Background: an optimization exercise with open tools, aiming at a short achievable clock period and few clock cycles. Do not read the settings as production practice.
In this exercise RTL edits were held to simulation tests only and were not proved equivalent to the original.
Power figures rest on the tool's default switching activity, not on a simulated workload.

==> module execute_stage, before the edit <==
module execute_stage (
  input  logic                   clk,
  input  logic                   rst_n,
  input  logic                   issue,       
  input  logic [5-1:0] d_rs1,
  input  logic [5-1:0] d_rs2,
  input  logic [5-1:0] d_rd,
  input  logic [32-1:0]       d_imm,
  input  logic [32-1:0]       d_pc,
  input  logic [32-1:0]       d_v1,
  input  logic [32-1:0]       d_v2,
  input  logic                   d_use_rs1,
  input  logic                   d_b_rs2,
  input  logic                   d_use_rs2,
  input  logic                   d_is_store,
  input  logic                   d_reg_write,
  input  logic                   d_a_pc,
  input  logic                   d_inv_b,
  input  logic                   d_sel_add,
  input  logic                   d_sel_slt,
  input  logic                   d_sel_sltu,
  input  logic                   d_sel_xor,
  input  logic                   d_sel_or,
  input  logic                   d_sel_and,
  input  logic                   d_sel_sll,
  input  logic                   d_sel_sr,
  input  logic                   d_sr_arith,
  output logic                   r_wr,
  output logic [5-1:0] r_rd,
  output logic [32-1:1]   r_we,       
  output logic [32-1:0]       r_res,
  output logic                   r_store,
  output logic [32-1:0]       r_sd
);
  localparam int W = 32;
  logic                   a_wr, a_store, a_b_rs2, a_inv, a_arith;
  logic [5-1:0] a_rs2, a_rd;
  logic [W-1:0]           a_imm, a_v1, a_v2;
  logic [7:0]             a_sel;
  logic                   a_f1r, a_f1r2, a_f1a, a_f2r, a_f2r2, a_f2a;
  logic                   b_wr, b_store, b_cin, b_sd_fwd, b_fill;
  logic [5-1:0] b_rd;
  logic [W-1:0]           b_p, b_g, b_lg, b_sh, b_sd;
  logic [2:0]             b_sh3;
  logic [4:0]             b_sel;    
  logic                   r2_wr;
  logic [5-1:0] r2_rd;
  logic [W-1:0]           r2_res;
  logic d_f1r, d_f1r2, d_f2r, d_f2r2;
  assign d_f1r  = d_use_rs1 && b_wr && b_rd == d_rs1;
  assign d_f1r2 = d_use_rs1 && r_wr && r_rd == d_rs1 && !d_f1r;
  assign d_f2r  = d_use_rs2 && b_wr && b_rd == d_rs2;
  assign d_f2r2 = d_use_rs2 && r_wr && r_rd == d_rs2 && !d_f2r;
  always_ff @(posedge clk) begin
    if (!rst_n) begin
      a_wr    <= 1'b0;
      a_store <= 1'b0;
    end else begin
      a_wr    <= issue && d_reg_write;
      a_store <= issue && d_is_store;
    end
  end
  always_ff @(posedge clk) begin
    a_rs2   <= d_rs2;
    a_rd    <= d_rd;
    a_imm   <= d_imm;
    a_v1    <= d_v1 | (d_a_pc ? d_pc : '0);
    a_v2    <= d_v2;
    a_b_rs2 <= d_b_rs2;
    a_inv   <= d_inv_b;
    a_sel   <= {d_sel_sr, d_sel_sll, d_sel_and, d_sel_or, d_sel_xor,
                d_sel_sltu, d_sel_slt, d_sel_add};
    a_arith <= d_sr_arith;
    a_f1r   <= d_f1r;
    a_f1r2  <= d_f1r2;
    a_f1a   <= !d_f1r && !d_f1r2;
    a_f2r   <= d_f2r;
    a_f2r2  <= d_f2r2;
    a_f2a   <= !d_f2r && !d_f2r2;
  end
  logic [W-1:0] fa, fb2, xb, xbi, xp, xg, xt, xs16, xs8;
  logic [4:0]   shamt;
  logic         xfill;
  assign fa  = ({W{a_f1r}} & r_res) | ({W{a_f1r2}} & r2_res) | ({W{a_f1a}} & a_v1);
  assign fb2 = ({W{a_f2r}} & r_res) | ({W{a_f2r2}} & r2_res) | ({W{a_f2a}} & a_v2);
  assign xb  = a_b_rs2 ? fb2 : a_imm;
  assign xbi = xb ^ {W{a_inv}};
  assign xp  = fa ^ xbi;
  assign xg  = fa & xbi;
  always_comb begin
    for (int i = 0; i < W; i++) xt[i] = a_sel[6] ? fa[W-1-i] : fa[i];
  end
  assign shamt = xb[4:0];
  assign xfill = a_sel[7] && a_arith && fa[W-1];
  assign xs16  = shamt[4] ? {{16{xfill}}, xt[W-1:16]} : xt;
  assign xs8   = shamt[3] ? {{8{xfill}}, xs16[W-1:8]} : xs16;
  always_ff @(posedge clk) begin
    if (!rst_n) begin
      b_wr    <= 1'b0;
      b_store <= 1'b0;
    end else begin
      b_wr    <= a_wr;
      b_store <= a_store;
    end
  end
  always_ff @(posedge clk) begin
    b_rd     <= a_rd;
    b_p      <= xp;
    b_g      <= {xg[W-1:1], xg[0] | (xp[0] & a_inv)};   
    b_cin    <= a_inv;
    b_lg     <= ({W{a_sel[3]}} & (fa ^ xb)) | ({W{a_sel[4]}} & (fa | xb)) |
                ({W{a_sel[5]}} & (fa & xb));
    b_sh     <= xs8;
    b_fill   <= xfill;
    b_sh3    <= shamt[2:0];
    b_sel    <= {a_sel[7], a_sel[6], a_sel[2], a_sel[1], a_sel[0]};
    b_sd     <= fb2;
    b_sd_fwd <= b_wr && b_rd == a_rs2;
  end
  logic [W-1:0] gk [6];
  logic [W-1:0] pk [6];
  logic [W:0]   c;
  logic [W-1:0] sum, r4, r2, r1, alu, r1rev;
  logic         slt, sltu;
  assign gk[0] = b_g;
  assign pk[0] = b_p;
  for (genvar k = 0; k < 5; k++) begin : g_ks
    for (genvar i = 0; i < W; i++) begin : g_bit
      if (i >= (1 << k)) begin : g_op
        assign gk[k+1][i] = gk[k][i] | (pk[k][i] & gk[k][i-(1<<k)]);
        assign pk[k+1][i] = pk[k][i] & pk[k][i-(1<<k)];
      end else begin : g_pass
        assign gk[k+1][i] = gk[k][i];
        assign pk[k+1][i] = pk[k][i];
      end
    end
  end
  assign c    = {gk[5], b_cin};
  assign sum  = b_p ^ c[W-1:0];
  assign sltu = !c[W];
  assign slt  = b_p[W-1] ? !c[W-1] : b_g[W-1];
  assign r4 = b_sh3[2] ? {{4{b_fill}}, b_sh[W-1:4]} : b_sh;
  assign r2 = b_sh3[1] ? {{2{b_fill}}, r4[W-1:2]}   : r4;
  assign r1 = b_sh3[0] ? {b_fill, r2[W-1:1]}        : r2;
  always_comb begin
    for (int i = 0; i < W; i++) r1rev[i] = r1[W-1-i];
  end
  assign alu = ({W{b_sel[0]}} & sum) | b_lg
             | ({W{b_sel[4]}} & r1) | ({W{b_sel[3]}} & r1rev)
             | {{(W-1){1'b0}}, (b_sel[1] & slt) | (b_sel[2] & sltu)};
  always_ff @(posedge clk) begin
    if (!rst_n) begin
      r_wr    <= 1'b0;
      r_we    <= '0;
      r_store <= 1'b0;
      r2_wr   <= 1'b0;
    end else begin
      r_wr    <= b_wr;
      for (int i = 1; i < 32; i++) r_we[i] <= b_wr && b_rd == i;
      r_store <= b_store;
      r2_wr   <= r_wr;
    end
  end
  always_ff @(posedge clk) begin
    r_rd   <= b_rd;
    r_res  <= alu;
    r_sd   <= b_sd_fwd ? r_res : b_sd;
    r2_rd  <= r_rd;
    r2_res <= r_res;
  end
endmodule
make LEC_CHECK=0 ABC_CLOCK_PERIOD_IN_PS=2000 CAP_MARGIN=20 CORE_MARGIN=2 CORE_UTILIZATION=45 CTS_CLUSTER_DIAMETER=100 CTS_CLUSTER_SIZE=20 SETUP_SLACK_MARGIN=3.9 SLEW_MARGIN=20 finish   # period 6.5 ns
run.sh (not shown) runs the stock make flow with config.mk's settings and CLKGATE_MAP_FILE= SYNTH_SCRIPT=/design/flow/synth_recipe.tcl, a recipe that flattens the netlist after the stock synthesis.
The baseline finished with timing, DRC and antenna clean.
Testbench counts at the start, summed over its fixed seeds: cycles 12,189.
Change:
--- a/flow/design.v
+++ b/flow/design.v
@@ -257,13 +257,14 @@
   logic [5-1:0] a_rs2, a_rd;
   logic [W-1:0]           a_imm, a_v1, a_v2;
   logic [7:0]             a_sel;
   logic                   a_f1r, a_f1r2, a_f1a, a_f2r, a_f2r2, a_f2a;
   logic                   b_wr, b_store, b_cin, b_sd_fwd, b_fill;
   logic [5-1:0] b_rd;
-  logic [W-1:0]           b_p, b_g, b_lg, b_sh, b_sd;
+  logic [W-1:0]           b_p, b_g1, b_p1, b_lg, b_sh, b_sd;
+  logic                   b_g31;
   logic [2:0]             b_sh3;
   logic [4:0]             b_sel;    
   logic                   r2_wr;
   logic [5-1:0] r2_rd;
   logic [W-1:0]           r2_res;
   logic d_f1r, d_f1r2, d_f2r, d_f2r2;
@@ -311,25 +312,31 @@
     for (int i = 0; i < W; i++) xt[i] = a_sel[6] ? fa[W-1-i] : fa[i];
   end
   assign shamt = xb[4:0];
   assign xfill = a_sel[7] && a_arith && fa[W-1];
   assign xs16  = shamt[4] ? {{16{xfill}}, xt[W-1:16]} : xt;
   assign xs8   = shamt[3] ? {{8{xfill}}, xs16[W-1:8]} : xs16;
+  logic [W-1:0] xg0, xg1, xp1;
+  assign xg0 = {xg[W-1:1], xg[0] | (xp[0] & a_inv)};
+  assign xg1 = {xg0[W-1:1] | (xp[W-1:1] & xg0[W-2:0]), xg0[0]};
+  assign xp1 = {xp[W-1:1] & xp[W-2:0], xp[0]};
   always_ff @(posedge clk) begin
     if (!rst_n) begin
       b_wr    <= 1'b0;
       b_store <= 1'b0;
     end else begin
       b_wr    <= a_wr;
       b_store <= a_store;
     end
   end
   always_ff @(posedge clk) begin
     b_rd     <= a_rd;
     b_p      <= xp;
-    b_g      <= {xg[W-1:1], xg[0] | (xp[0] & a_inv)};   
+    b_g31    <= xg[W-1];
+    b_g1     <= xg1;
+    b_p1     <= xp1;
     b_cin    <= a_inv;
     b_lg     <= ({W{a_sel[3]}} & (fa ^ xb)) | ({W{a_sel[4]}} & (fa | xb)) |
                 ({W{a_sel[5]}} & (fa & xb));
     b_sh     <= xs8;
     b_fill   <= xfill;
     b_sh3    <= shamt[2:0];
@@ -339,15 +346,15 @@
   end
   logic [W-1:0] gk [6];
   logic [W-1:0] pk [6];
   logic [W:0]   c;
   logic [W-1:0] sum, r4, r2, r1, alu, r1rev;
   logic         slt, sltu;
-  assign gk[0] = b_g;
-  assign pk[0] = b_p;
-  for (genvar k = 0; k < 5; k++) begin : g_ks
+  assign gk[1] = b_g1;
+  assign pk[1] = b_p1;
+  for (genvar k = 1; k < 5; k++) begin : g_ks
     for (genvar i = 0; i < W; i++) begin : g_bit
       if (i >= (1 << k)) begin : g_op
         assign gk[k+1][i] = gk[k][i] | (pk[k][i] & gk[k][i-(1<<k)]);
         assign pk[k+1][i] = pk[k][i] & pk[k][i-(1<<k)];
       end else begin : g_pass
         assign gk[k+1][i] = gk[k][i];
@@ -355,13 +362,13 @@
       end
     end
   end
   assign c    = {gk[5], b_cin};
   assign sum  = b_p ^ c[W-1:0];
   assign sltu = !c[W];
-  assign slt  = b_p[W-1] ? !c[W-1] : b_g[W-1];
+  assign slt  = b_p[W-1] ? !c[W-1] : b_g31;
   assign r4 = b_sh3[2] ? {{4{b_fill}}, b_sh[W-1:4]} : b_sh;
   assign r2 = b_sh3[1] ? {{2{b_fill}}, r4[W-1:2]}   : r4;
   assign r1 = b_sh3[0] ? {b_fill, r2[W-1:1]}        : r2;
   always_comb begin
     for (int i = 0; i < W; i++) r1rev[i] = r1[W-1-i];
   end
The new run completed with no timing, DRC or antenna violations.
Final cell count is higher by 1.6%.
Hold slack is about the same.
Clock-buffer cell count is lower by 3.
Sequential cell count is higher by 31.
Routed wire length is higher by about 3.5%.
Global-route usage barely changes.
Sequential share of layout area is lower by 1.2 points.
Cell area is higher by about 4%.
Power is higher by 2.0%.
Testbench counts after the change, summed over its fixed seeds: cycles 12,189.

-- port drivers added, routing unchanged --
How much do the figures lean on ideal ports? The routed layouts below were timed once more, with nothing changed but the port constraints. Step 1, drivers: a clkbuf_16 drives clk and a buf_2 each remaining input, both assumed. Step 2 adds t to the input delays and takes it off the output delays; t is the mean of the earliest and latest rising clock arrival at the registers after step 1. Input paths then give back, and output paths get back, about the clock's delay inside the block. Three values: ideal, step 1, step 2; two values: the first two.
run | t (ns) | setup WS [ns] | hold slack, ns
the first run | 0.905 | 3.789 / 3.754 / 3.041 | 0.320 / 0.320 / 0.320
the second run | 0.928 | 3.793 / 3.753 / 3.097 | 0.319 / 0.319 / 0.319
After both steps every run listed still meets setup and hold. The setup slack of the first run, which loses most, moves by -0.035 ns with the drivers and by -0.748 ns with both steps.
